Context: an optimization exercise on an open-source flow, tuned for small area and few clock cycles per item. The choices shown serve that exercise and are no tape-out recipe.
The RTL was checked by simulation tests, not by an equivalence proof against the original design.
Power is estimated from default activity; no workload was simulated.

### design/flow/run.sh
#!/bin/bash
# synth_recipe.tcl (not shown) runs the flow's synth.tcl, then flattens the netlist and writes it again
# the make line also repeats each setting of config.mk as NAME=value (left out here)
make -C /OpenROAD-flow-scripts/flow DESIGN_CONFIG=/design/flow/config.mk WORK_HOME=/design/flow/orfs CLKGATE_MAP_FILE= SYNTH_SCRIPT=/design/flow/synth_recipe.tcl finish
### design/flow/config.mk
export PLATFORM = sky130hd
export DESIGN_NAME = hs32_pipeline
export DESIGN_NICKNAME = hs32_pipeline
export VERILOG_FILES = /design/flow/design.v
export SDC_FILE = /design/flow/constraint.sdc
export NUM_CORES = 4
export LEC_CHECK = 0
export CAP_MARGIN = 20
export CORE_MARGIN = 2
export CORE_UTILIZATION = 50
export SETUP_SLACK_MARGIN = 0.1
export SLEW_MARGIN = 20
### design/flow/constraint.sdc
create_clock -name core_clock -period 7.0 [get_ports {clk}]
set_input_delay 1.4000 -clock core_clock [delete_from_list [all_inputs] [get_ports {clk}]]
set_output_delay 1.4000 -clock core_clock [all_outputs]
set_load 0.01 [all_outputs]
### design/flow/design.v
package hs32_pkg;
    localparam logic [7:0] OP_NOP  = 8'h00;
    localparam logic [7:0] OP_MOVI = 8'h01;
    localparam logic [7:0] OP_MOV  = 8'h02;
    localparam logic [7:0] OP_ADD  = 8'h10;
    localparam logic [7:0] OP_SUB  = 8'h11;
    localparam logic [7:0] OP_AND  = 8'h12;
    localparam logic [7:0] OP_OR   = 8'h13;
    localparam logic [7:0] OP_XOR  = 8'h14;
    localparam logic [7:0] OP_ADDI = 8'h18;
    localparam int OPC_HI = 31;
    localparam int OPC_LO = 24;
    localparam int RD_HI  = 23;
    localparam int RD_LO  = 20;
    localparam int RM_HI  = 19;
    localparam int RM_LO  = 16;
    localparam int RN_HI  = 15;
    localparam int RN_LO  = 12;
    localparam int IMM_HI = 15;
    localparam int IMM_LO = 0;
    localparam logic [2:0] C_MOVI = 3'd0;
    localparam logic [2:0] C_MOV  = 3'd1;
    localparam logic [2:0] C_ADD  = 3'd2;
    localparam logic [2:0] C_SUB  = 3'd3;
    localparam logic [2:0] C_AND  = 3'd4;
    localparam logic [2:0] C_OR   = 3'd5;
    localparam logic [2:0] C_XOR  = 3'd6;
    localparam logic [2:0] C_ADDI = 3'd7;
    function automatic logic op_writes(input logic [7:0] opc);
        logic w;
        case (opc)
            OP_MOVI, OP_MOV, OP_ADD, OP_SUB, OP_AND,
            OP_OR, OP_XOR, OP_ADDI: w = 1'b1;
            default:                w = 1'b0;
        endcase
        op_writes = w;
    endfunction
    function automatic logic [2:0] op_code(input logic [7:0] opc);
        logic [2:0] c;
        case (opc)
            OP_MOVI: c = C_MOVI;
            OP_MOV:  c = C_MOV;
            OP_ADD:  c = C_ADD;
            OP_SUB:  c = C_SUB;
            OP_AND:  c = C_AND;
            OP_OR:   c = C_OR;
            OP_XOR:  c = C_XOR;
            default: c = C_ADDI;
        endcase
        op_code = c;
    endfunction
endpackage
module hs32_regfile (
    input  logic        clk,
    input  logic        reset,
    input  logic        rp1_bank_i,
    input  logic [3:0]  rp1_addr_i,
    output logic [31:0] rp1_data_o,
    input  logic        rp2_bank_i,
    input  logic [3:0]  rp2_addr_i,
    output logic [31:0] rp2_data_o,
    input  logic        wp1_we_i,
    input  logic        wp1_bank_i,
    input  logic [3:0]  wp1_addr_i,
    input  logic [31:0] wp1_data_i
);
    logic [31:0] regs_q [32];
    logic [31:0] written_q;
    logic [31:0] wsel_s, rsel1_s, rsel2_s;
    always_comb begin
        for (int i = 0; i < 32; i++) begin
            wsel_s[i]  = wp1_we_i && ({wp1_bank_i, wp1_addr_i} == 5'(i));
            rsel1_s[i] = written_q[i] && ({rp1_bank_i, rp1_addr_i} == 5'(i));
            rsel2_s[i] = written_q[i] && ({rp2_bank_i, rp2_addr_i} == 5'(i));
        end
    end
    always_ff @(posedge clk) begin
        for (int i = 0; i < 32; i++) begin
            if (wsel_s[i]) begin
                regs_q[i] <= wp1_data_i;
            end
        end
    end
    always_ff @(posedge clk) begin
        if (reset) begin
            written_q <= 32'h0000_0000;
        end else begin
            written_q <= written_q | wsel_s;
        end
    end
    always_comb begin
        rp1_data_o = 32'h0000_0000;
        rp2_data_o = 32'h0000_0000;
        for (int i = 0; i < 32; i++) begin
            rp1_data_o = rp1_data_o | ({32{rsel1_s[i]}} & regs_q[i]);
            rp2_data_o = rp2_data_o | ({32{rsel2_s[i]}} & regs_q[i]);
        end
    end
endmodule
module hs32_pipeline
#(
    parameter logic [31:0] RESET_VECTOR_REGS = 32'h0000_0000
) (
    input  logic        clk,
    input  logic        reset,
    input  logic        valid_i,
    output logic        ready_o,
    input  logic [31:0] op_i,
    input  logic        banksel_i,
    output logic        valid_o,
    input  logic        ready_i,
    output logic [31:0] data_o
);
    logic        in_bank_s, writes_s, push_s, exec_s, pop_s;
    logic        d_v_q;
    logic [2:0]  d_code_q;
    logic [3:0]  d_rd_q, d_rm_q;
    logic [15:0] d_imm_q;
    logic        d_bank_q;
    logic        t_v_q, t_push_s, d_push_s;
    logic [28:0] t_ins_q, in_ins_s;
    logic [31:0] imm_s, rf_a_s, rf_b_s, alu_s, add_a_s, add_b_s, sum_s;
    logic [31:0] out_q;
    logic [31:0] op_a_s, op_b_s;
    logic        wb_v_q, wb_bank_q, fwd_a_s, fwd_b_s;
    logic [3:0]  wb_rd_q;
    logic        out_v_q;
    assign in_bank_s = banksel_i;
    assign writes_s = hs32_pkg::op_writes(op_i[hs32_pkg::OPC_HI:hs32_pkg::OPC_LO]);
    assign in_ins_s = {hs32_pkg::op_code(op_i[hs32_pkg::OPC_HI:hs32_pkg::OPC_LO]),
                       op_i[hs32_pkg::RD_HI:hs32_pkg::RD_LO],
                       op_i[hs32_pkg::RM_HI:hs32_pkg::RM_LO],
                       op_i[hs32_pkg::IMM_HI:hs32_pkg::IMM_LO],
                       in_bank_s};
    assign pop_s    = out_v_q && ready_i;
    assign exec_s   = d_v_q && (!out_v_q || ready_i) && !reset;
    assign ready_o  = !writes_s || !t_v_q || exec_s;
    assign push_s   = valid_i && ready_o && writes_s && !reset;
    assign t_push_s = push_s && d_v_q && (t_v_q || !exec_s);
    assign d_push_s = push_s && !t_push_s;
    always_ff @(posedge clk) begin
        if (t_push_s) begin
            t_ins_q <= in_ins_s;
        end
    end
    always_ff @(posedge clk) begin
        if (d_push_s) begin
            {d_code_q, d_rd_q, d_rm_q, d_imm_q, d_bank_q} <= in_ins_s;
        end else if (exec_s && t_v_q) begin
            {d_code_q, d_rd_q, d_rm_q, d_imm_q, d_bank_q} <= t_ins_q;
        end
    end
    always_ff @(posedge clk) begin
        if (reset) begin
            d_v_q   <= 1'b0;
            t_v_q   <= 1'b0;
            out_v_q <= 1'b0;
        end else begin
            d_v_q   <= push_s || t_v_q || (d_v_q && !exec_s);
            t_v_q   <= t_push_s || (t_v_q && !exec_s);
            out_v_q <= exec_s || (out_v_q && !pop_s);
        end
    end
    assign imm_s = {16'h0000, d_imm_q};
    hs32_regfile regfile (
        .clk        (clk),
        .reset      (reset),
        .rp1_bank_i (d_bank_q),
        .rp1_addr_i (d_rm_q),
        .rp1_data_o (rf_a_s),
        .rp2_bank_i (d_bank_q),
        .rp2_addr_i (d_imm_q[hs32_pkg::RN_HI:hs32_pkg::RN_LO]),
        .rp2_data_o (rf_b_s),
        .wp1_we_i   (wb_v_q),
        .wp1_bank_i (wb_bank_q),
        .wp1_addr_i (wb_rd_q),
        .wp1_data_i (out_q)
    );
    always_ff @(posedge clk) begin
        wb_rd_q   <= d_rd_q;
        wb_bank_q <= d_bank_q;
    end
    always_ff @(posedge clk) begin
        if (reset) begin
            wb_v_q <= 1'b0;
        end else begin
            wb_v_q <= exec_s;
        end
    end
    assign fwd_a_s = wb_v_q && (wb_bank_q == d_bank_q) && (wb_rd_q == d_rm_q);
    assign fwd_b_s = wb_v_q && (wb_bank_q == d_bank_q) &&
                     (wb_rd_q == d_imm_q[hs32_pkg::RN_HI:hs32_pkg::RN_LO]);
    assign op_a_s  = fwd_a_s ? out_q : rf_a_s;
    assign op_b_s  = fwd_b_s ? out_q : rf_b_s;
    always_comb begin
        add_a_s = (d_code_q == hs32_pkg::C_MOVI) ? 32'h0000_0000 : op_a_s;
        case (d_code_q)
            hs32_pkg::C_MOVI, hs32_pkg::C_ADDI: add_b_s = imm_s;
            hs32_pkg::C_ADD:                    add_b_s = op_b_s;
            hs32_pkg::C_SUB:                    add_b_s = ~op_b_s;
            default:                            add_b_s = 32'h0000_0000;
        endcase
        sum_s = add_a_s + add_b_s + {31'h0, d_code_q == hs32_pkg::C_SUB};
        case (d_code_q)
            hs32_pkg::C_AND: alu_s = op_a_s & op_b_s;
            hs32_pkg::C_OR:  alu_s = op_a_s | op_b_s;
            hs32_pkg::C_XOR: alu_s = op_a_s ^ op_b_s;
            default:         alu_s = sum_s;
        endcase
    end
    always_ff @(posedge clk) begin
        if (exec_s) begin
            out_q <= alu_s;
        end
    end
    assign valid_o = out_v_q;
    assign data_o  = out_q;
endmodule
==> results of run 1 <==
[cells in the mapped netlist, types with 43 or more instances]
master	count	area, µm²
nor2_1	214	803.3
and3_1	73	456.7
a21oi_1	68	340.3
nand4_1	138	863.3
nand2_1	156	585.6
a22o_1	124	1086
a22oi_1	711	5338
nand3_1	121	605.6
a222oi_1	46	460.4
inv_1	80	300.3
clkbuf_1	253	949.7
a221oi_1	110	963.4
ha_1	98	1226
edfxtp_1	1112	33390
xnor2_1	52	455.4
o22ai_1	43	269.0
[worst max-delay path: stages (launching register included)]
cell and delay [ns]:
edfxtp_1 0.76, nor4bb_1 0.18, and3b_2 0.54, buf_4 0.38, a22o_1 0.22, a221oi_1 0.35, nand3_1 0.14, or4_1 0.41
o22ai_1 0.51, xnor2_1 0.19, o221ai_1 0.18, ha_1 0.41, nand2_1 0.08, nor3_1 0.28, nand3_1 0.12, nor3_1 0.25
a211oi_1 0.12, o21bai_1 0.34, a21oi_1 0.14, or4b_2 0.61, nand4_1 0.12
[sequential cells by signal, summed over array words and instances, names as in the netlist]
name and count:
d_rd_q 4, d_v_q 1, t_v_q 1, t_ins_q 28, wb_rd_q 4, out_v_q 1, d_imm_q 16, d_rm_q 4
regfile.written_q 32, d_code_q 3, wb_bank_q 1, out_q 32, d_bank_q 1, regfile.regs_q 1024, wb_v_q 1
[per-layer routing]
metal | track usage | part of all wire | wire (µm) | vias up
met5 | 0.003993 | 0.00062 | 157 | -
met4 | 0.3057 | 0.091 | 23000 | 12
met3 | 0.2000 | 0.18 | 45090 | 1523
met2 | 0.6381 | 0.40 | 100200 | 5260
met1 | 0.5967 | 0.34 | 84960 | 21240
li1 | - | - | - | 16127
[worst paths after layout]
kind | from | end | slack [ns] | cells past startpoint
setup / recovery | d_imm_q[14]$_DFFE_PP_ | out_q[24]$_DFFE_PP_ | 0.49 | 20
hold reg to reg | d_rd_q[3]$_DFFE_PP_ | wb_rd_q[3]$_DFF_P_ | 0.34 | 0
setup reg to reg | d_imm_q[14]$_DFFE_PP_ | out_q[24]$_DFFE_PP_ | 0.49 | 20
hold / removal | d_rd_q[3]$_DFFE_PP_ | wb_rd_q[3]$_DFF_P_ | 0.34 | 0
[cell type report]
type	instances	area, µm²	area share
Timing Repair Buffer	304	2770	0.04657
Clock buffer	150	3142	0.05281
Antenna cell	7	17.52	0.0002945
Inverter	82	307.8	0.005174
Clock inverter	64	668.1	0.01123
Multi-Input combinational cell	2321	16640	0.2798
Sequential cell	1153	34210	0.5751
Tap cell	1380	1727	0.02903
[power breakdown]
part	total [mW]	switching [mW]	internal [mW]
clock network	6.37	2.80	3.57
logic	0.0574	0.0297	0.0277
registers	7.45	0.00141	7.45
[kinds of logic (layout without fill, tap and decap cells)]
group / after synthesis / in the layout / synth area share
AOI/OAI and AO/OA: 1243 / 1243 / 0.1822
DFF: 1153 / 1153 / 0.6586
and+or+nand+nor: 854 / 854 / 0.08367
buffers and inverters: 381 / 600 / 0.02816
adders and majority gates: 100 / 100 / 0.02438
xor gates and xnor gates: 65 / 65 / 0.01096
muxes: 59 / 59 / 0.01204
other: 0 / 7 / 0
[through the flow]
| stage | instance area, µm² | std cells | power [mW] |
|---|---|---|---|
| 2_1_floorplan | 51950 | 3855 | 7.624 |
| 5_1_grt | 59470 | 5454 | 14.10 |
| 6_report | 59490 | 5461 | 13.88 |
| 4_1_cts | 59450 | 5453 | 13.83 |
| 3_3_place_gp | 55630 | 5239 | 7.659 |
| 3_5_place_dp | 55640 | 5239 | 7.659 |
==> reports/qor.txt, run 1 <==
STA
-------------------------------------------------------------------------------------------------
Final worst path period share ......................................................       0.9297
Worst-case headroom to the max-slew limit ..........................................       0.1445
Clock tree skew after final layout .................................................   0.03977 ns
Worst Hold Margin ..................................................................    0.3390 ns
Setup violators final ..............................................................            0
Period minus WS final ..............................................................     6.508 ns
Pin slew with the least headroom to its limit ......................................     1.283 ns
Final setup TNS ....................................................................         0 ns
Final critical-path setup slack ....................................................    0.4918 ns
Fmax ...............................................................................    153.7 MHz
RSZ-0062 raised after global routing ...............................................        false
Pins over their slew limit .........................................................            0
Final-report hold violation count ..................................................            0

SETUP PATH
-------------------------------------------------------------------------------------------------
Crit. End Element ..................................................................    flip-flop
Crit path kind .....................................................................   reg -> reg
Type of origin of the critical path ................................................    flip-flop
Data required time of the critical path ............................................      7.61 ns
Arrival time worst endpoint ........................................................      7.12 ns
Biggest fanout along the worst timing path .........................................           14

CLOCK TREE
-------------------------------------------------------------------------------------------------
Buffer count from post-CTS setup fixing ............................................            0
Maximum number of buffers from clock root to sink ..................................            3
Skew-Pair Late Insertion Delay .....................................................      0.76 ns
CTS hold repair buffers ............................................................            0
Maximum level of the CTS H-tree ....................................................            3
TritonCTS clock tree ...............................................................        built
Total clock sinks ..................................................................         1153
Num CTS Buffers ....................................................................          117
Post-cts gate resize count .........................................................            0
Clk slew on worst S/H paths ........................................................      0.06 ns
Root Buffer Master .................................................................    clkbuf_16

CELLS AND AREA
-------------------------------------------------------------------------------------------------
Fraction of the core area covered by cells at the end of the flow ..................       0.5756
Fill cells .........................................................................         8278
Proportion of layout cells with a drive suffix above 1 .............................       0.1335
Most frequent cells in the layout .................................................. edfxtp_1 (1112), a22oi_1 (711), buf_4 (209)
Most common cell after layout, fill and taps aside .................................     edfxtp_1
Layout-stage area growth over the synthesis result .................................       14.51%
Total Nets Final ...................................................................         4116

FLOORPLAN
-------------------------------------------------------------------------------------------------
Starting Density ...................................................................       0.5026
Standard cell core area ............................................................   103300 µm²
Die span in y ......................................................................     326.3 µm
Top-Level Pins .....................................................................           71
Cell row count .....................................................................          118
Area of the die ....................................................................   106500 µm²
DIE WIDTH ..........................................................................     326.3 µm

JOB
-------------------------------------------------------------------------------------------------
Max Cap Violations .................................................................            0

YOSYS
-------------------------------------------------------------------------------------------------
Cell count after synthesis .........................................................         3855
Synth Warn # .......................................................................            3
Area of the mapped netlist .........................................................    51950 µm²
Synthesized netlist net count ......................................................         3992
Number of distinct library cell variants in the gate-level netlist after synthesis .           68
Number of synthesized flops with an enable pin .....................................         1112
Share of flip-flops with an asynchronous set or reset ..............................            0
Synth Flop Type ....................................................................     edfxtp_1
Post-synthesis average cell area ...................................................    13.48 µm²
Synthesized flop and latch total ...................................................         1153
Share of synthesized area occupied by flip-flops and latches .......................       0.6586

GLOBAL ROUTING
-------------------------------------------------------------------------------------------------
Global-route wire length before repair .............................................     337.7 mm
Via count of the first global-routing pass .........................................        40870
Maximum number of pins on one net before global-route repair .......................           64
Global routing usage summed across all routing layers ..............................       0.4642
Grt total ovfl .....................................................................            0
Number of antenna violations at the first check in global routing ..................            8

PLACE
-------------------------------------------------------------------------------------------------
DP Worst Slack .....................................................................    0.7215 ns
Number of input and output port buffers inserted ...................................           70
Detail Placement HPWL ..............................................................     142.3 mm
Final weighted congestion in routability-driven placement ..........................        1.022

MIN PATH
-------------------------------------------------------------------------------------------------
Class of the tightest hold or removal check ........................................   reg -> reg

PWR
-------------------------------------------------------------------------------------------------
Worst VDD drop .....................................................................     226.3 µV
Power per standard cell area ....................................................... 233.3 nW/µm²
LEAKAGE ............................................................................     20.12 nW

ROUTING
-------------------------------------------------------------------------------------------------
Average via count per standard cell ................................................        8.087
Total detailed-routing wirelength ..................................................     253.4 mm
DRC violation count after routing ..................................................            0
First-pass DRT Iterations ..........................................................           15
DRC marker count from the first detailed-route iteration ...........................        11274
Final routed wire length divided by cell count .....................................     46.40 µm
Routed vias ........................................................................        44162
Remaining number of nets flagged by the antenna check after routing ................            0

STATUS
-------------------------------------------------------------------------------------------------
Result of the run .................................................................. finished clean

Testbench counts, summed over its fixed seeds: cycles 25,824, items 24,000.
==> inputs of run 2 (changes only) <==
--- a/design/flow/config.mk
+++ b/design/flow/config.mk
@@ -8,5 +8,6 @@
 export CAP_MARGIN = 20
 export CORE_MARGIN = 2
 export CORE_UTILIZATION = 50
+export CTS_BUF_LIST = sky130_fd_sc_hd__clkbuf_8
 export SETUP_SLACK_MARGIN = 0.1
 export SLEW_MARGIN = 20
==> run 2 against run 1 <==
Effect of this change: count of clock-buffer cells in the layout is 41 higher; clock skew is 0.017 ns higher; area after synthesis stayed put; cell count is 2.3% higher; utilization is 0.30 points lower; worst setup slack worse by 0.089 ns; register-to-register slack worse by 0.09 ns; clock power is 11% lower; worst hold slack hardly changed; sequential cell count stayed put; first-iteration DRC count is 8.2% higher; die area stayed put.
==> reports/qor.txt, run 2 <==
STATUS
-------------------------------------------------------------------------------------------------
Result of the run .................................................................. finished clean

ROUTING
-------------------------------------------------------------------------------------------------
Average via count per standard cell ................................................        8.021
DRC violation count after routing ..................................................            0
Final routed wire length divided by cell count .....................................     45.50 µm
Total detailed-routing wirelength ..................................................     254.3 mm
Routed vias ........................................................................        44828
Remaining number of nets flagged by the antenna check after routing ................            0
DRC marker count from the first detailed-route iteration ...........................        12196
First-pass DRT Iterations ..........................................................           13

CLOCK TREE
-------------------------------------------------------------------------------------------------
Num CTS Buffers ....................................................................          186
Post-cts gate resize count .........................................................            0
Total clock sinks ..................................................................         1153
Maximum level of the CTS H-tree ....................................................            4
CTS hold repair buffers ............................................................            0
Clk slew on worst S/H paths ........................................................      0.06 ns
TritonCTS clock tree ...............................................................        built
Root Buffer Master .................................................................     clkbuf_8
Buffer count from post-CTS setup fixing ............................................            0
Skew-Pair Late Insertion Delay .....................................................      0.92 ns
Maximum number of buffers from clock root to sink ..................................            3

PWR
-------------------------------------------------------------------------------------------------
LEAKAGE ............................................................................     20.28 nW
Worst VDD drop .....................................................................     195.3 µV
Power per standard cell area ....................................................... 223.1 nW/µm²

GLOBAL ROUTING
-------------------------------------------------------------------------------------------------
Maximum number of pins on one net before global-route repair .......................           64
Via count of the first global-routing pass .........................................        41564
Grt total ovfl .....................................................................            0
Global-route wire length before repair .............................................     339.4 mm
Number of antenna violations at the first check in global routing ..................            9
Global routing usage summed across all routing layers ..............................       0.4671

SETUP PATH
-------------------------------------------------------------------------------------------------
Biggest fanout along the worst timing path .........................................           21
End point of the critical path ..................................................... out_q[21]$_DFFE_PP_
Type of origin of the critical path ................................................    flip-flop
Beginning of the worst register-to-register path ................................... d_bank_q$_DFFE_PP_
Crit path kind .....................................................................   reg -> reg
Register-to-register path setup slack ..............................................      0.40 ns
Data required time of the critical path ............................................      7.58 ns
Kind of cell adding the most delay to the critical path ............................ compound AO/OA/AOI/OAI gates
Worst path bufs/invs ...............................................................            1
Depth of the worst register-to-register path .......................................           19
Total stage count of the critical path .............................................           19
Crit. End Element ..................................................................    flip-flop
Arrival time worst endpoint ........................................................      7.17 ns
Worst setup startpoint ............................................................. d_bank_q$_DFFE_PP_
Slowest stage cell, crit path ......................................................       and3_2
Endpoint of the worst register-to-register path .................................... out_q[21]$_DFFE_PP_
Stage delay of the slowest cell on the critical path ...............................      1.11 ns
Critical path's most frequent cell .................................................      a21oi_1
List of cells traversed by the critical path ....................................... buf_4 -> nor3b_1 -> and3_2 -> a22o_1 -> a221oi_1 -> nand4_1 -> nor4_1 -> a31oi_1 -> nor2b_1 -> ha_1 -> a21oi_1 -> o21ai_0 -> o21ai_0 -> nand2_1 -> a21oi_1 -> o21bai_1 -> a21oi_1 -> xor2_1 -> a22oi_1

CELLS AND AREA
-------------------------------------------------------------------------------------------------
Largest register by flop count ..................................................... regfile.regs_q
Most common cell after layout, fill and taps aside .................................     edfxtp_1
Final standard cell area without fillers ...........................................    59180 µm²
Cell Count, Final, Fillers Out .....................................................         5589
Registers with the most flip-flops ................................................. regfile.regs_q: 1024 flops, out_q: 32 flops, regfile.written_q: 32 flops
Layout-stage area growth over the synthesis result .................................       13.91%
Fill cells .........................................................................         8383
Total Nets Final ...................................................................         4184
Proportion of layout cells with a drive suffix above 1 .............................       0.1438
Most frequent cells in the layout .................................................. edfxtp_1 (1112), a22oi_1 (711), buf_4 (208)
Flip-flop count of the largest register, all copies and words added ................         1024

YOSYS
-------------------------------------------------------------------------------------------------
Share of flip-flops with an asynchronous set or reset ..............................            0
Top cells by count, synth .......................................................... edfxtp_1 (1112), a22oi_1 (711), clkbuf_1 (253)
Number of synthesized flops with an enable pin .....................................         1112
Cell taking the most area after synthesis ..........................................     edfxtp_1
Post-synthesis average cell area ...................................................    13.48 µm²
Cell count after synthesis .........................................................         3855
Cell with the most instances after synthesis .......................................     edfxtp_1
Synth Warn # .......................................................................            3
Share of synthesized area occupied by flip-flops and latches .......................       0.6586
Area of the mapped netlist .........................................................    51950 µm²
Synthesized netlist net count ......................................................         3992
Top cell type's share of synthesized area ..........................................       0.6428
Leading cell types by total area after synthesis ................................... edfxtp_1 (64%), a22oi_1 (10%), ha_1 (2.4%), a22o_1 (2.1%), a221oi_1 (1.9%)
Synthesized flop and latch total ...................................................         1153
Synth Flop Type ....................................................................     edfxtp_1
Number of distinct library cell variants in the gate-level netlist after synthesis .           68

FLOORPLAN
-------------------------------------------------------------------------------------------------
Cell row count .....................................................................          118
Top-Level Pins .....................................................................           71
DIE WIDTH ..........................................................................     326.3 µm
Standard cell core area ............................................................   103300 µm²
Die span in y ......................................................................     326.3 µm
Area of the die ....................................................................   106500 µm²
Starting Density ...................................................................       0.5026

PLACE
-------------------------------------------------------------------------------------------------
Placed Cells incl. Taps ............................................................         5239
Placed cell areas ..................................................................    55640 µm²
Final weighted congestion in routability-driven placement ..........................        1.022
Number of input and output port buffers inserted ...................................           70
Detail Placement HPWL ..............................................................     142.3 mm

STA
-------------------------------------------------------------------------------------------------
Setup violators final ..............................................................            0
Worst Hold Margin ..................................................................    0.3392 ns
Period minus WS final ..............................................................     6.597 ns
Final worst path period share ......................................................       0.9424
Worst-case headroom to the max-slew limit ..........................................      0.06156
RSZ-0062 raised after global routing ...............................................        false
Final setup TNS ....................................................................         0 ns
Pins over their slew limit .........................................................            0
Final-report hold violation count ..................................................            0
Pin slew with the least headroom to its limit ......................................     1.408 ns
Clock tree skew after final layout .................................................   0.05647 ns
Fmax ...............................................................................    151.6 MHz

MIN PATH
-------------------------------------------------------------------------------------------------
Class of the tightest hold or removal check ........................................   reg -> reg
Startpoint of the worst hold path .................................................. d_rd_q[1]$_DFFE_PP_

JOB
-------------------------------------------------------------------------------------------------
Max Cap Violations .................................................................            0

-- run 2: metrics by stage --
step | setup WS (ns) | utilization | power [mW]
floorplan | 1.457 | - | 7.624
global placement | 0.8340 | 0.5383 | 7.659
detailed placement | 0.7215 | 0.5384 | 7.659
CTS | 0.7049 | 0.5723 | 13.17
global route | 0.2181 | 0.5724 | 13.47
finish | 0.4032 | 0.5726 | 13.20
-- run 2: area by class of cell --
cell class              instances  area, µm²  area share
flip-flops and latches       1153      34210      0.5782
multi-input cells            2321      16640      0.2812
repair buffers                303       2763     0.04669
clock buffers                 191       2629     0.04442
well taps                    1380       1727     0.02918
clock inverters               151      875.8     0.01480
inverters                      82      307.8    0.005201
diodes                          8      20.02   0.0003383
-- run 2: where the power goes --
part           leakage (nW)  internal (mW)  switching [mW]
clock network          2.03           2.84            2.85
logic                  7.92         0.0277          0.0297
registers              10.3           7.46         0.00141
-- run 2: kinds of logic (layout without fill, tap and decap cells) --
logic type,after synthesis,after routing,synth area share
compound gates,1243,1243,0.1822
flops,1153,1153,0.6586
simple gates,854,854,0.08367
buf+inv,381,727,0.02816
fa+ha+maj,100,100,0.02438
xor+xnor,65,65,0.01096
mux,59,59,0.01204
other cells,0,8,0
-- run 2: layer usage --
metal | vias to the layer above | part of all wire | track usage
met2 | 5417 | 0.40 | 0.6453
met3 | 1541 | 0.18 | 0.2020
li1 | 16285 | - | -
met5 | - | 0.00019 | 0.001331
met1 | 21577 | 0.34 | 0.6025
met4 | 8 | 0.087 | 0.2945
-- run 2: worst min path at each step --
stage	slack, ns	cells after the start	end
floorplan	0.32	0	wb_rd_q[0]$_DFF_P_
global placement	0.33	0	wb_rd_q[0]$_DFF_P_
detailed placement	0.33	0	wb_rd_q[0]$_DFF_P_
CTS	0.34	0	wb_rd_q[0]$_DFF_P_
global route	0.35	0	wb_rd_q[0]$_DFF_P_
finish	0.34	0	wb_rd_q[1]$_DFF_P_
-- run 2: worst reg2reg max path, delay by kind of cell, from the launching register on --
family | cells | cell delay [ns]
compound gates | 10 | 2.61
fa+ha+maj | 1 | 0.33
xor+xnor | 1 | 0.20
flops | 1 | 0.62
simple gates | 6 | 2.28
buf+inv | 1 | 0.28
==> inputs of run 3 (changes only) <==
--- a/design/flow/config.mk
+++ b/design/flow/config.mk
@@ -8,6 +8,7 @@
 export CAP_MARGIN = 20
 export CORE_MARGIN = 2
 export CORE_UTILIZATION = 50
-export CTS_BUF_LIST = sky130_fd_sc_hd__clkbuf_8
-export SETUP_SLACK_MARGIN = 0.1
+export CTS_CLUSTER_DIAMETER = 80
+export CTS_CLUSTER_SIZE = 24
+export SETUP_SLACK_MARGIN = 0.05
 export SLEW_MARGIN = 20
==> run 3 against run 2 <==
Effect of this change: still clean; cell count is 4.7% lower; first-iteration DRC count decreased by 6.7%; non-clock buffer count stayed put; worst setup slack better by 0.068 ns; count of clock-buffer cells in the layout shrank 127; worst hold slack improved by 0.011 ns; sequential power hardly changed; wire length fell by 0.99%; die area is the same; critical path depth rose by 1; global-route usage down 0.52 points; critical path type unchanged; largest power group unchanged; highest routed layer unchanged.
==> reports/qor.txt, run 3 <==
STATUS
-------------------------------------------------------------------------------------------------
Result of the run .................................................................. finished clean

CLOCK TREE
-------------------------------------------------------------------------------------------------
CTS hold repair buffers ............................................................            0
Maximum number of buffers from clock root to sink ..................................            3
Post-cts gate resize count .........................................................            0
Skew-Pair Late Insertion Delay .....................................................      0.78 ns
Maximum level of the CTS H-tree ....................................................            2
TritonCTS clock tree ...............................................................        built
Num CTS Buffers ....................................................................           58
Clk slew on worst S/H paths ........................................................      0.10 ns
Total clock sinks ..................................................................         1153
Root Buffer Master .................................................................    clkbuf_16
Buffer count from post-CTS setup fixing ............................................            0

STA
-------------------------------------------------------------------------------------------------
Period minus WS final ..............................................................     6.529 ns
Pins over their slew limit .........................................................            0
RSZ-0062 raised after global routing ...............................................        false
Setup violators final ..............................................................            0
Final worst path period share ......................................................       0.9327
Final setup TNS ....................................................................         0 ns
Clock tree skew after final layout .................................................   0.05701 ns
Final critical-path setup slack ....................................................    0.4712 ns
Fmax ...............................................................................    153.2 MHz
Final-report hold violation count ..................................................            0
Worst-case headroom to the max-slew limit ..........................................      0.05009
Pin slew with the least headroom to its limit ......................................     1.425 ns

CELLS AND AREA
-------------------------------------------------------------------------------------------------
Fraction of the core area covered by cells at the end of the flow ..................       0.5554
Most frequent cells in the layout .................................................. edfxtp_1 (1112), a22oi_1 (711), buf_4 (208)
Total Nets Final ...................................................................         4056
Most common cell after layout, fill and taps aside .................................     edfxtp_1
Largest register by flop count ..................................................... regfile.regs_q
Flip-flop count of the largest register, all copies and words added ................         1024
Layout-stage area growth over the synthesis result .................................       10.50%
Proportion of layout cells with a drive suffix above 1 .............................       0.1140
Registers with the most flip-flops ................................................. regfile.regs_q: 1024 flops, out_q: 32 flops, regfile.written_q: 32 flops
Fill cells .........................................................................         8440

YOSYS
-------------------------------------------------------------------------------------------------
Area of the mapped netlist .........................................................    51950 µm²
Cell count after synthesis .........................................................         3855
Synth Warn # .......................................................................            3
Top cell type's share of synthesized area ..........................................       0.6428
Synthesized netlist net count ......................................................         3992
Post-synthesis average cell area ...................................................    13.48 µm²
Number of distinct library cell variants in the gate-level netlist after synthesis .           68
Number of synthesized flops with an enable pin .....................................         1112
Top cells by count, synth .......................................................... edfxtp_1 (1112), a22oi_1 (711), clkbuf_1 (253)
Cell with the most instances after synthesis .......................................     edfxtp_1
Share of flip-flops with an asynchronous set or reset ..............................            0
Share of synthesized area occupied by flip-flops and latches .......................       0.6586
Leading cell types by total area after synthesis ................................... edfxtp_1 (64%), a22oi_1 (10%), ha_1 (2.4%), a22o_1 (2.1%), a221oi_1 (1.9%)
Cell taking the most area after synthesis ..........................................     edfxtp_1
Synth Flop Type ....................................................................     edfxtp_1
Synthesized flop and latch total ...................................................         1153

JOB
-------------------------------------------------------------------------------------------------
Max Cap Violations .................................................................            0

SETUP PATH
-------------------------------------------------------------------------------------------------
Crit path kind .....................................................................   reg -> reg
Beginning of the worst register-to-register path ................................... d_bank_q$_DFFE_PP_
Depth of the worst register-to-register path .......................................           20
Worst path bufs/invs ...............................................................            3
List of cells traversed by the critical path ....................................... buf_4 -> nor3b_1 -> and3_2 -> buf_4 -> a22oi_1 -> nand2_1 -> nor3_1 -> a21oi_1 -> inv_1 -> nor2_1 -> ha_1 -> nand3_1 -> nor3_1 -> nand3_1 -> nor3_1 -> a211oi_1 -> o21bai_1 -> a21oi_1 -> or4b_2 -> nand4_1
Endpoint of the worst register-to-register path .................................... out_q[24]$_DFFE_PP_
Critical path's most frequent cell .................................................       nor3_1
Slowest stage cell, crit path ......................................................       and3_2
Register-to-register path setup slack ..............................................      0.47 ns
Kind of cell adding the most delay to the critical path ............................ simple AND/OR/NAND/NOR gates
Crit. End Element ..................................................................    flip-flop
Data required time of the critical path ............................................      7.63 ns
Biggest fanout along the worst timing path .........................................           21
Stage delay of the slowest cell on the critical path ...............................      1.15 ns
Arrival time worst endpoint ........................................................      7.16 ns
Type of origin of the critical path ................................................    flip-flop

ROUTING
-------------------------------------------------------------------------------------------------
Remaining number of nets flagged by the antenna check after routing ................            0
Routed vias ........................................................................        43588
DRC violation count after routing ..................................................            0
Average via count per standard cell ................................................        8.186
First-pass DRT Iterations ..........................................................           11
Total detailed-routing wirelength ..................................................     251.8 mm
Final routed wire length divided by cell count .....................................     47.29 µm
DRC marker count from the first detailed-route iteration ...........................        11373

PWR
-------------------------------------------------------------------------------------------------
Worst VDD drop .....................................................................     251.0 µV
LEAKAGE ............................................................................     19.10 nW
Power per standard cell area ....................................................... 200.2 nW/µm²

FLOORPLAN
-------------------------------------------------------------------------------------------------
DIE WIDTH ..........................................................................     326.3 µm
Die span in y ......................................................................     326.3 µm
Top-Level Pins .....................................................................           71
Standard cell core area ............................................................   103300 µm²
Area of the die ....................................................................   106500 µm²
Starting Density ...................................................................       0.5026
Cell row count .....................................................................          118

GLOBAL ROUTING
-------------------------------------------------------------------------------------------------
Via count of the first global-routing pass .........................................        40429
Number of antenna violations at the first check in global routing ..................            8
Global routing usage summed across all routing layers ..............................       0.4619
Maximum number of pins on one net before global-route repair .......................           64
Grt total ovfl .....................................................................            0
Global-route wire length before repair .............................................     336.0 mm

MIN PATH
-------------------------------------------------------------------------------------------------
Hold path depth ....................................................................            0
Class of the tightest hold or removal check ........................................   reg -> reg
Hold EP ............................................................................ wb_rd_q[0]$_DFF_P_
Startpoint of the worst hold path .................................................. d_rd_q[0]$_DFFE_PP_

PLACE
-------------------------------------------------------------------------------------------------
Number of input and output port buffers inserted ...................................           70
DP Worst Slack .....................................................................    0.7215 ns
Detail Placement HPWL ..............................................................     142.3 mm
Final weighted congestion in routability-driven placement ..........................        1.022

==> run 3: cell counts after synthesis <==
Identical to the previous run, type by type.
==> run 3: metrics by stage <==
step / power [mW] / instance area, µm² / instances / hold slack, ns
after global placement: 7.659 / 55630 / 5239 / 0.3271
after global routing: 11.67 / 57390 / 5320 / 0.3545
after CTS: 11.45 / 57370 / 5320 / 0.3515
final: 11.49 / 57400 / 5325 / 0.3499
after floorplan: 7.624 / 51950 / 3855 / 0.3233
after detailed placement: 7.659 / 55640 / 5239 / 0.3307
==> run 3: final cells by class <==
type                       count  area, µm²  share of cell area
clock buffer                  64       1505             0.02622
sequential                  1153      34210              0.5960
timing repair buffer         303       2763             0.04813
antenna                        5      12.51           0.0002180
tap                         1380       1727             0.03008
multi-input combinational   2321      16640              0.2900
clock inverter                17      230.2            0.004011
inverter                      82      307.8            0.005362
==> run 3: layer usage <==
layer,routed length [µm],track usage
met5,90,0.002218
met3,43840,0.1933
met2,100200,0.6384
met4,22740,0.3027
met1,84920,0.5950
==> run 3: power by group <==
| part | switching, mW | internal [mW] |
|---|---|---|
| Sequential | 0.00141 | 7.44 |
| Combinational | 0.0297 | 0.0277 |
| Clock | 2.34 | 1.64 |
==> run 3: cell families (layout without fill, tap and decap cells) <==
group / count (synthesis) / in the layout / synth area share
xor+xnor: 65 / 65 / 0.01096
flops: 1153 / 1153 / 0.6586
compound gates: 1243 / 1243 / 0.1822
other cells: 0 / 5 / 0
mux: 59 / 59 / 0.01204
fa+ha+maj: 100 / 100 / 0.02438
buf+inv: 381 / 466 / 0.02816
simple gates: 854 / 854 / 0.08367
==> run 3: how the worst max path moves through the flow <==
| stage | startpoint | cells after the start | to |
|---|---|---|---|
| after floorplan | d_bank_q$_DFFE_PP_ | 22 | out_q[26]$_DFFE_PP_ |
| after global placement | d_imm_q[14]$_DFFE_PP_ | 18 | out_q[26]$_DFFE_PP_ |
| after detailed placement | d_imm_q[14]$_DFFE_PP_ | 20 | out_q[24]$_DFFE_PP_ |
| after CTS | d_imm_q[14]$_DFFE_PP_ | 20 | out_q[24]$_DFFE_PP_ |
| after global routing | d_imm_q[14]$_DFFE_PP_ | 20 | out_q[24]$_DFFE_PP_ |
| final | d_bank_q$_DFFE_PP_ | 20 | out_q[24]$_DFFE_PP_ |
==> run 3: worst register-to-register path, stage by stage, from the launching register on <==
cell	delay, ns
edfxtp_1	0.63
buf_4	0.28
nor3b_1	0.54
and3_2	1.15
buf_4	0.42
a22oi_1	0.13
nand2_1	0.10
nor3_1	0.07
a21oi_1	0.38
inv_1	0.12
nor2_1	0.16
ha_1	0.26
nand3_1	0.14
nor3_1	0.32
nand3_1	0.12
nor3_1	0.27
a211oi_1	0.13
o21bai_1	0.34
a21oi_1	0.14
or4b_2	0.61
nand4_1	0.12
==> inputs of run 4 (changes only) <==
==> design/flow/flow/run.sh (new file) <==
#!/bin/bash
set -euo pipefail
W=$(pwd)
bash "$W/standard.sh" \
  "CTS_ARGS=-sink_clustering_enable -repair_clock_nets -sink_clustering_size 24 -sink_clustering_max_diameter 80 -dont_use_dummy_load" \
  "BUFFER_PORTS_ARGS=-buffer_cell sky130_fd_sc_hd__buf_1" \
  finish > "$W/flow_make.log" 2>&1
test -s "$W/out/final.def"
==> design/flow/standard.sh (new file) <==
#!/bin/bash
# synth_recipe.tcl (not shown) runs the flow's synth.tcl, then flattens the netlist and writes it again
# the make line also repeats each setting of config.mk as NAME=value (left out here)
make -C /OpenROAD-flow-scripts/flow DESIGN_CONFIG=/design/flow/config.mk WORK_HOME=/design/flow/orfs CLKGATE_MAP_FILE= SYNTH_SCRIPT=/design/flow/synth_recipe.tcl "${@:-finish}"
--- a/design/flow/config.mk
+++ b/design/flow/config.mk
@@ -8,7 +8,5 @@
 export CAP_MARGIN = 20
 export CORE_MARGIN = 2
 export CORE_UTILIZATION = 50
-export CTS_CLUSTER_DIAMETER = 80
-export CTS_CLUSTER_SIZE = 24
 export SETUP_SLACK_MARGIN = 0.05
 export SLEW_MARGIN = 20
removed: design/flow/run.sh
==> run 4 against run 3 <==
Effect of this change: total power shrank 2.8%; utilization shrank 0.67 points; clock skew grew 0.038 ns; design area shrank 1.2%; sequential power is essentially flat; critical path depth shrank 1; maximum frequency shrank 2.7%; global-route usage shrank 0.28 points; critical path type unchanged.
==> reports/qor.txt, run 4 <==
CELLS AND AREA
-------------------------------------------------------------------------------------------------
Final standard cell area without fillers ...........................................    56710 µm²
Largest register by flop count ..................................................... regfile.regs_q
Most frequent cells in the layout .................................................. edfxtp_1 (1112), a22oi_1 (711), buf_4 (205)
Fraction of the core area covered by cells at the end of the flow ..................       0.5487
Proportion of layout cells with a drive suffix above 1 .............................       0.1096
Most common cell after layout, fill and taps aside .................................     edfxtp_1
Layout-stage area growth over the synthesis result .................................       9.165%
Total Nets Final ...................................................................         4055
Flip-flop count of the largest register, all copies and words added ................         1024
Registers with the most flip-flops ................................................. regfile.regs_q: 1024 flops, out_q: 32 flops, regfile.written_q: 32 flops

ROUTING
-------------------------------------------------------------------------------------------------
DRC violation count after routing ..................................................            0
First-pass DRT Iterations ..........................................................           14
Routed vias ........................................................................        43595
Final routed wire length divided by cell count .....................................     47.13 µm
Routed length on met2 ..............................................................     98.29 mm
Remaining number of nets flagged by the antenna check after routing ................            0
Average via count per standard cell ................................................        8.213
Total detailed-routing wirelength ..................................................     250.2 mm
Amount of wire on met3 after detailed routing ......................................     44.96 mm
Uppermost routed layer .............................................................         met5
DRC marker count from the first detailed-route iteration ...........................        11205
Routed metal-1 wire length .........................................................     85.63 mm

YOSYS
-------------------------------------------------------------------------------------------------
Top cells by count, synth .......................................................... edfxtp_1 (1112), a22oi_1 (711), clkbuf_1 (253)
Cell with the most instances after synthesis .......................................     edfxtp_1
Synth Flop Type ....................................................................     edfxtp_1
Synthesized flop and latch total ...................................................         1153
Post-synthesis average cell area ...................................................    13.48 µm²
Share of synthesized area occupied by flip-flops and latches .......................       0.6586
Cell taking the most area after synthesis ..........................................     edfxtp_1
Number of distinct library cell variants in the gate-level netlist after synthesis .           68
Area of the mapped netlist .........................................................    51950 µm²
Number of synthesized flops with an enable pin .....................................         1112
Cell count after synthesis .........................................................         3855
Leading cell types by total area after synthesis ................................... edfxtp_1 (64%), a22oi_1 (10%), ha_1 (2.4%), a22o_1 (2.1%), a221oi_1 (1.9%)
Synth Warn # .......................................................................            3
Share of flip-flops with an asynchronous set or reset ..............................            0
Top cell type's share of synthesized area ..........................................       0.6428
Synthesized netlist net count ......................................................         3992

STA
-------------------------------------------------------------------------------------------------
Fmax ...............................................................................    149.1 MHz
Setup violators final ..............................................................            0
Final-report hold violation count ..................................................            0
RSZ-0062 raised after global routing ...............................................        false
Worst Hold Margin ..................................................................    0.3473 ns
Period minus WS final ..............................................................     6.709 ns
Pins over their slew limit .........................................................            0
Pin slew with the least headroom to its limit ......................................     1.323 ns
Worst-case headroom to the max-slew limit ..........................................       0.1178
Clock tree skew after final layout .................................................   0.09521 ns
Final setup TNS ....................................................................         0 ns
Final worst path period share ......................................................       0.9584

CLOCK TREE
-------------------------------------------------------------------------------------------------
TritonCTS clock tree ...............................................................        built
Root Buffer Master .................................................................    clkbuf_16
Skew-Pair Late Insertion Delay .....................................................      0.76 ns
Buffer count from post-CTS setup fixing ............................................            0
Total clock sinks ..................................................................         1153
Clk slew on worst S/H paths ........................................................      0.10 ns
Post-cts gate resize count .........................................................            0
Num CTS Buffers ....................................................................           58
CTS hold repair buffers ............................................................            0
Maximum level of the CTS H-tree ....................................................            2
Maximum number of buffers from clock root to sink ..................................            3

PWR
-------------------------------------------------------------------------------------------------
Total power ........................................................................     11.16 mW
LEAKAGE ............................................................................     18.78 nW
Worst VDD drop .....................................................................     255.4 µV
Power per standard cell area ....................................................... 196.8 nW/µm²

SETUP PATH
-------------------------------------------------------------------------------------------------
Type of origin of the critical path ................................................    flip-flop
Biggest fanout along the worst timing path .........................................           15
Arrival time worst endpoint ........................................................      7.17 ns
Crit. End Element ..................................................................    flip-flop
Worst setup startpoint ............................................................. d_bank_q$_DFFE_PP_
Crit path kind .....................................................................   reg -> reg
Data required time of the critical path ............................................      7.46 ns
Beginning of the worst register-to-register path ................................... d_bank_q$_DFFE_PP_

STATUS
-------------------------------------------------------------------------------------------------
Result of the run .................................................................. finished clean

PLACE
-------------------------------------------------------------------------------------------------
Placed cell areas ..................................................................    55200 µm²
Number of input and output port buffers inserted ...................................           70
Detail Placement HPWL ..............................................................     144.6 mm
Final weighted congestion in routability-driven placement ..........................        1.009

GLOBAL ROUTING
-------------------------------------------------------------------------------------------------
Via count of the first global-routing pass .........................................        39863
Global routing usage summed across all routing layers ..............................       0.4591
Global-route wire length before repair .............................................     333.2 mm
Grt total ovfl .....................................................................            0
Number of antenna violations at the first check in global routing ..................           10
Maximum number of pins on one net before global-route repair .......................           45

FLOORPLAN
-------------------------------------------------------------------------------------------------
Die span in y ......................................................................     326.3 µm
Area of the die ....................................................................   106500 µm²
Cell row count .....................................................................          118
DIE WIDTH ..........................................................................     326.3 µm
Starting Density ...................................................................       0.5026
Top-Level Pins .....................................................................           71
Standard cell core area ............................................................   103300 µm²

MIN PATH
-------------------------------------------------------------------------------------------------
Class of the tightest hold or removal check ........................................   reg -> reg
Startpoint of the worst hold path .................................................. d_rd_q[2]$_DFFE_PP_

JOB
-------------------------------------------------------------------------------------------------
Max Cap Violations .................................................................            0

==> run 4: cell counts after synthesis <==
Identical to the previous run, type by type.
==> run 4: area by class of cell <==
type	instances	area [µm²]
Timing Repair Buffer	302	2347
Fill cell	8530	46640
Multi-Input combinational cell	2321	16630
Inverter	82	307.8
Sequential cell	1153	34210
Clock buffer	58	1451
Antenna cell	12	30.03
Tap cell	1380	1727
==> run 4: worst max-delay path, stage by stage (launching register included) <==
cell and delay (ns):
edfxtp_1 0.59, buf_4 0.27, nor3b_1 0.90, and3_2 0.83
a22o_1 0.26, a221oi_1 0.06, nand4_1 0.15, nor4_1 0.06
a31oi_1 0.85, nor2b_1 0.24, ha_1 0.33, a21oi_1 0.16
o21ai_0 0.13, o21ai_0 0.39, nand2_1 0.18, a21oi_1 0.44
o21bai_1 0.12, a21oi_1 0.22, xor2_1 0.17, a22oi_1 0.08
==> run 4: cells by family (layout without fill, tap and decap cells) <==
| group | count (synthesis) | in the layout | synth area share |
|---|---|---|---|
| AOI/OAI and AO/OA | 1243 | 1243 | 0.1822 |
| other | 0 | 12 | 0 |
| DFF | 1153 | 1153 | 0.6586 |
| muxes | 59 | 59 | 0.01204 |
| buffers and inverters | 381 | 442 | 0.02816 |
| and+or+nand+nor | 854 | 854 | 0.08367 |
| xor gates and xnor gates | 65 | 65 | 0.01096 |
| adders and majority gates | 100 | 100 | 0.02438 |
==> run 4: power breakdown <==
| group | internal (mW) | switching (mW) |
|---|---|---|
| sequential | 7.44 | 0.00107 |
| clock | 1.47 | 2.21 |
| combinational | 0.0140 | 0.0301 |
| total | 8.93 | 2.24 |
==> run 4: final timing paths <==
path,endpoint,slack [ns],cells past startpoint
max,out_q[21]$_DFFE_PP_,0.29,19
min,wb_rd_q[2]$_DFF_P_,0.35,0
max reg2reg,out_q[21]$_DFFE_PP_,0.29,19
min reg2reg,wb_rd_q[2]$_DFF_P_,0.35,0
==> run 4: metrics by stage <==
stage / setup WS [ns] / cells
after floorplan: 1.457 / 3855
after global placement: 0.7443 / 5233
after detailed placement: 0.7518 / 5237
after CTS: 0.6552 / 5295
after global routing: 0.1478 / 5296
final: 0.2909 / 5308
==> run 4: metal layers <==
layer / global-route usage / vias to the layer above
met3: 0.2015 / 1328
met2: 0.6301 / 5104
met5: 0.009760 / -
met4: 0.2731 / 19
li1: - / 15883
met1: 0.5998 / 21261

-- port drivers added, routing unchanged --
The flow's constraints put no driver on any port. The routed layouts listed below were extracted and timed again, unchanged, in two steps. Step 1 assumes that a clkbuf_16 drives the clock port and a buf_2 every other input. Step 2 times the ports against the registers' clock, not the clock port: input delays grow and output delays shrink by t, the midpoint of the rising clock arrivals with the driver on. a / b / c = no drivers / after step 1 / after step 2; a / b = the first two.
| run | t, ns | setup WS [ns] | worst setup path after step 2 |
|---|---|---|---|
| run 1 | 0.820 | 0.492 / 0.492 / 0.492 | register to register |
| run 2 | 0.966 | 0.403 / 0.403 / 0.403 | register to register |
| run 3 | 0.830 | 0.471 / 0.471 / 0.471 | register to register |
| run 4 | 0.784 | 0.291 / 0.291 / 0.291 | register to register |
After both steps every run listed still meets setup and hold.
